This is an optimization exercise on Yosys and OpenROAD, whose aim is small area, not a production implementation. In this exercise RTL edits were held to simulation tests only and were not proved equivalent to the original. Power is estimated from default activity; no workload was simulated.

v21:
Design data_mem_responder, start of the top module:
module data_mem_responder #(
  parameter int DEPTH   = 64,
  parameter int LATENCY = 2
) (
  input  logic        clk,
  input  logic        reset,
  input  logic        MemReq,
  input  logic        MemWriteM,
  input  logic [31:0] ALUOutM,
  input  logic [31:0] WriteDataM,
  output logic [31:0] ReadData,
  output logic        MemStall,
  output logic        MemDone,
  output logic        AddrErr
);
Size in the first run: roughly 4700 cells after synthesis, roughly 2100 flip-flops, ~100 I/O pins, roughly 0.059 mm² of cells after synthesis.
Settings: LEC_CHECK=0, CAP_MARGIN=20, CORE_MARGIN=2, CORE_UTILIZATION=65, CTS_CLUSTER_DIAMETER=100, CTS_CLUSTER_SIZE=30, SLEW_MARGIN=20, SYNTH_HIERARCHICAL=1, SYNTH_MINIMUM_KEEP_SIZE=0; clock period 6.5 ns.
run.sh (not shown) runs the stock make flow with config.mk's settings and CLKGATE_MAP_FILE= SYNTH_SCRIPT=/design/flow/synth_recipe.tcl, a recipe that flattens the netlist after the stock synthesis.
The following lists how v15 was set up differently from v21:
Settings: CTS_CLUSTER_SIZE no longer set, was 30; CTS_CLUSTER_DIAMETER no longer set, was 100; CTS_BUF_LIST now sky130_fd_sc_hd__clkbuf_8, previously not set.
--- outcome ---
v21 reports its critical path startpoint as ALUOutM[5] while v15 reports wait_q$_SDFF_PP0_. v15 closes out successfully: all stages finished, all timing, DRC and antenna checks passed. v21 ran to completion and came out clean on the timing, DRC and antenna checks. Taking v15 over v21, the design area ratio works out to 1.06. Going from v21 to v15, utilization saw an increase; maximum clock frequency saw a decrease; aggregate global-route resource usage saw an increase. [v15 vs v21] final-layout fill cell count: lower in v15.
Setup changes, v15 to v42
Settings: removing CTS_BUF_LIST (formerly sky130_fd_sc_hd__clkbuf_8); changing CORE_UTILIZATION from 65 to 40.
[summary]
The lower pin count of the biggest net entering global routing came out of v42. On endpoint arrival time on the critical path, the higher figure sits with v42, not v15. v42 vs v15 on shortest clock period the worst path allows after layout: v42 is the higher one. Number of buffers inserted for hold repair after clock tree synthesis essentially unchanged between v15 and v42. v42 vs v15, path type of the worst setup path: in -> out vs reg -> out. Route | v42 vs v15 | wire longer in v42. v42: via count of the first global-routing pass 1449 below v15. Sort v42 and v15 by relative max-transition margin, ascending, and v15 comes first. Looking at highest-delay cell along the critical path, the sky130_fd_sc_hd__clkdlybuf4s50_1 result is from v42; the sky130_fd_sc_hd__buf_4 one comes from v15. v15 -> v42: multi-input logic area delta 0, exact match. The maximum count of clock buffers along a single path of v42 is lower than that of v15. Diff v15..v42 | sum of negative setup slack | unchanged. On global routing usage on met1: between v42 and v15, it ends up lower for v42.

---

The RTL this note starts from:
==> flow/design.v <==
module data_mem_responder #(
  parameter int DEPTH   = 64,
  parameter int LATENCY = 2
) (
  input  logic        clk,
  input  logic        reset,
  input  logic        MemReq,
  input  logic        MemWriteM,
  input  logic [31:0] ALUOutM,
  input  logic [31:0] WriteDataM,
  output logic [31:0] ReadData,
  output logic        MemStall,
  output logic        MemDone,
  output logic        AddrErr
);
  localparam int AW = $clog2(DEPTH);
  localparam int NR = DEPTH / 2;
  localparam int RW = AW - 1;
  logic            wait_q, done_q, clr_q;
  logic            pa_q, pb_q, rho_s;
  logic [AW-1:0]   idx_q;
  logic            ok_q, ld_q;
  logic [31:0]     w_q;
  logic [31:0]     rdata_q;
  logic            err_q;
  logic            idle_s, accept_s, addr_ok_s;
  logic [RW-1:0]   ring_s;
  logic            inj_s;
  logic [31:0]     c_s, ra_s, rav_s;
  logic [NR-1:0]   dec_s, set_s, keep_s;
  logic [NR-1:0][31:0] qa_s;
  assign idle_s    = !wait_q && !done_q;
  assign accept_s  = idle_s && MemReq && !reset;
  assign addr_ok_s = (ALUOutM[1:0] == 2'b00) && (ALUOutM[31:AW+2] == '0);
  assign rho_s     = pa_q ^ pb_q;
  assign ring_s = wait_q ? idx_q[AW-1:1] : ALUOutM[AW+1:3];
  assign inj_s  = wait_q ? (!ld_q && ok_q && (idx_q[0] != rho_s))
                         : (accept_s && MemWriteM && addr_ok_s && (ALUOutM[2] != rho_s));
  assign c_s    = (wait_q ? w_q : WriteDataM) ^ {32{pb_q}};
  always_ff @(posedge clk) begin
    if (reset) begin
      wait_q <= 1'b0;
      done_q <= 1'b0;
      pa_q   <= 1'b0;
      pb_q   <= 1'b1;
    end else begin
      wait_q <= idle_s && MemReq;
      done_q <= wait_q;
      pa_q   <= !pb_q;
      pb_q   <= pa_q;
    end
  end
  always_ff @(posedge clk) begin
    clr_q <= reset;
    idx_q <= ALUOutM[AW+1:2];
    ok_q  <= addr_ok_s;
    ld_q  <= !MemWriteM;
    w_q   <= MemWriteM ? WriteDataM : rav_s;
  end
  for (genvar r = 0; r < NR; r++) begin : g_ring
    assign dec_s[r]  = (ring_s == RW'(r));
    assign set_s[r]  = reset || clr_q || (inj_s && dec_s[r]);
    assign keep_s[r] = reset || !(inj_s && dec_s[r]);
    dmr_ring u_ring (.clk(clk), .set(set_s[r]), .keep(keep_s[r]), .c(c_s), .qa(qa_s[r]));
  end
  for (genvar j = 0; j < 32; j++) begin : g_col
    logic [NR-1:0] qcol;
    for (genvar r = 0; r < NR; r++) begin : g_bit
      assign qcol[r] = qa_s[r][j];
    end
    dmr_rdcol #(.N(NR)) u_rd (.q(qcol), .sn(~dec_s), .r(ra_s[j]));
  end
  assign rav_s = ra_s ^ {32{pa_q}};
  logic upd_s, rd_keep_s, rd_late_s, rd_early_s;
  assign upd_s      = !reset && wait_q && ld_q;
  assign rd_keep_s  = !reset && !(wait_q && ld_q);
  assign rd_late_s  = upd_s && ok_q && (idx_q[0] == rho_s);
  assign rd_early_s = upd_s && ok_q && (idx_q[0] != rho_s);
  always_ff @(posedge clk) begin
    rdata_q <= (rdata_q & {32{rd_keep_s}}) | (rav_s & {32{rd_late_s}}) | (w_q & {32{rd_early_s}});
  end
  always_ff @(posedge clk) begin
    if (reset) begin
      err_q <= 1'b0;
    end else if (wait_q && !ok_q) begin
      err_q <= 1'b1;
    end
  end
  assign MemStall = !reset && ((idle_s && MemReq) || wait_q);
  assign MemDone  = done_q;
  assign ReadData = rdata_q;
  assign AddrErr  = err_q;
endmodule
module dmr_ring (
  input  logic        clk,
  input  logic        set,
  input  logic        keep,
  input  logic [31:0] c,
  output logic [31:0] qa
);
  logic [31:0] qb;
  always_ff @(posedge clk) begin
    qa <= ~((qb | {32{set}}) & ({32{keep}} | c));
    qb <= qa;
  end
endmodule
module dmr_rdcol #(
  parameter int N = 32
) (
  input  logic [N-1:0] q,
  input  logic [N-1:0] sn,
  output logic         r
);
  assign r = &(q | sn);
endmodule
Settings: LEC_CHECK=0, CAP_MARGIN=10, CORE_MARGIN=2, CORE_UTILIZATION=75, SLEW_MARGIN=10, SYNTH_HIERARCHICAL=1, SYNTH_MINIMUM_KEEP_SIZE=0; clock period 6.5 ns.
standard.sh (not shown) runs the stock make flow with config.mk's settings and CLKGATE_MAP_FILE= SYNTH_SCRIPT=/design/flow/synth_recipe.tcl, a recipe that flattens the netlist after the stock synthesis.
==> flow/flow/run.sh <==
#!/bin/bash
set -euo pipefail
bash standard.sh \
  "CTS_ARGS=-sink_clustering_enable -repair_clock_nets -buf_list sky130_fd_sc_hd__clkbuf_8 -sink_clustering_size 20 -sink_clustering_max_diameter 60 -dont_use_dummy_load" \
  "BUFFER_PORTS_ARGS=-buffer_cell sky130_fd_sc_hd__buf_1" \
  finish > standard_flow.log 2>&1
The baseline went through all stages and came out clean.
==> next run, changes <==
==> flow/flow/run.sh (replaced) <==
#!/bin/bash
set -euo pipefail
bash standard.sh \
  "CTS_ARGS=-sink_clustering_enable -repair_clock_nets -buf_list sky130_fd_sc_hd__clkbuf_8 -sink_clustering_size 16 -sink_clustering_max_diameter 50 -dont_use_dummy_load" \
  "BUFFER_PORTS_ARGS=-buffer_cell sky130_fd_sc_hd__buf_1" \
  finish > standard_flow.log 2>&1
- CAP_MARGIN: 10 -> 20
- CORE_UTILIZATION: 75 -> 70
- CTS_CLUSTER_DIAMETER: default -> 100
- CTS_CLUSTER_SIZE: default -> 24
- SLEW_MARGIN: 10 -> 20
After rerunning:
- The new run went through all stages and came out clean
- clock skew falls by 0.026 ns
- setup slack gets better by 0.38 ns
- cell count rises by 1.6%
- core utilization falls by 4.6 points
- die area rises by about 7%
- routed wire length rises by 0.84%
- final area rises by 1.3%
- total power rises by 3.2%
- sequential share of layout area falls by 0.88 points
- via count falls by about 1.2%
- maximum frequency rises by about 9%
==> next run, changes <==
==> flow/flow/run.sh (replaced) <==
#!/bin/bash
set -euo pipefail
bash standard.sh \
  "CTS_ARGS=-sink_clustering_enable -repair_clock_nets -buf_list sky130_fd_sc_hd__clkbuf_16 -sink_clustering_size 24 -sink_clustering_max_diameter 100 -dont_use_dummy_load" \
  "BUFFER_PORTS_ARGS=-buffer_cell sky130_fd_sc_hd__buf_1" \
  "RECOVER_POWER=100" \
  finish > standard_flow.log 2>&1
- CORE_UTILIZATION: 70 -> 65
Now the flow finished but failed the layout checks on max-capacitance violations, max-slew violations.
First-iteration DRC count drops by a few percent.
Fmax drops by about a fifth.
Area after synthesis is unchanged.
Total power climbs by a few percent.
Non-clock buffer count drops by 4.
Die area climbs by a little under a tenth.
Global-route usage drops by 2.2 points.
==> next run, changes <==
==> flow/flow/run.sh (replaced) <==
#!/bin/bash
set -euo pipefail
bash standard.sh \
  "CTS_ARGS=-sink_clustering_enable -repair_clock_nets -buf_list sky130_fd_sc_hd__clkbuf_8 -sink_clustering_size 20 -sink_clustering_max_diameter 60 -dont_use_dummy_load" \
  "BUFFER_PORTS_ARGS=-buffer_cell sky130_fd_sc_hd__buf_1" \
  finish > standard_flow.log 2>&1
- CORE_UTILIZATION: 65 -> 75
- CTS_CLUSTER_DIAMETER: 100 -> default
- CTS_CLUSTER_SIZE: 24 -> default
What happened:
- This time the run passed the timing, DRC and antenna checks
- total power went down by 5.5%
- synthesized area does not change
- sequential share of layout area is higher by 1.2 points
- worst setup slack improved by 0.76 ns
- register-to-register slack improves by 0.76 ns
- critical path depth is higher by 4

## port drivers added, routing unchanged
The results above use ideal ports. As a check the final layouts listed here were re-extracted and re-timed, cells and wires unchanged. Step 1, drivers: a clkbuf_16 drives clk and a buf_2 each remaining input, both assumed. Step 2 also shifts input and output timing later by t, the mid clock arrival at the registers, as if the neighbouring blocks saw the same clock. a / b / c = no drivers / after step 1 / after step 2; a / b = the first two.
run	t (ns)	setup slack, ns	worst setup path after step 2
v21	0.760	2.111 / 2.014 / 1.396	input to register
v15	1.015	1.973 / 1.903 / 1.359	input to register
v42	0.902	1.583 / 1.554 / 0.974	input to register
the first run of note 2	0.832	1.917 / 1.917 / 1.414	input to register
the second run of note 2	0.901	2.297 / 2.297 / 1.610	input to register
the third run of note 2	0.774	1.163 / 1.163 / 0.575	input to register
the fourth run of note 2	0.839	1.921 / 1.921 / 1.358	input to register
The setup slack of v21, which loses most, moves by -0.097 ns with the drivers and by -0.715 ns with both steps.
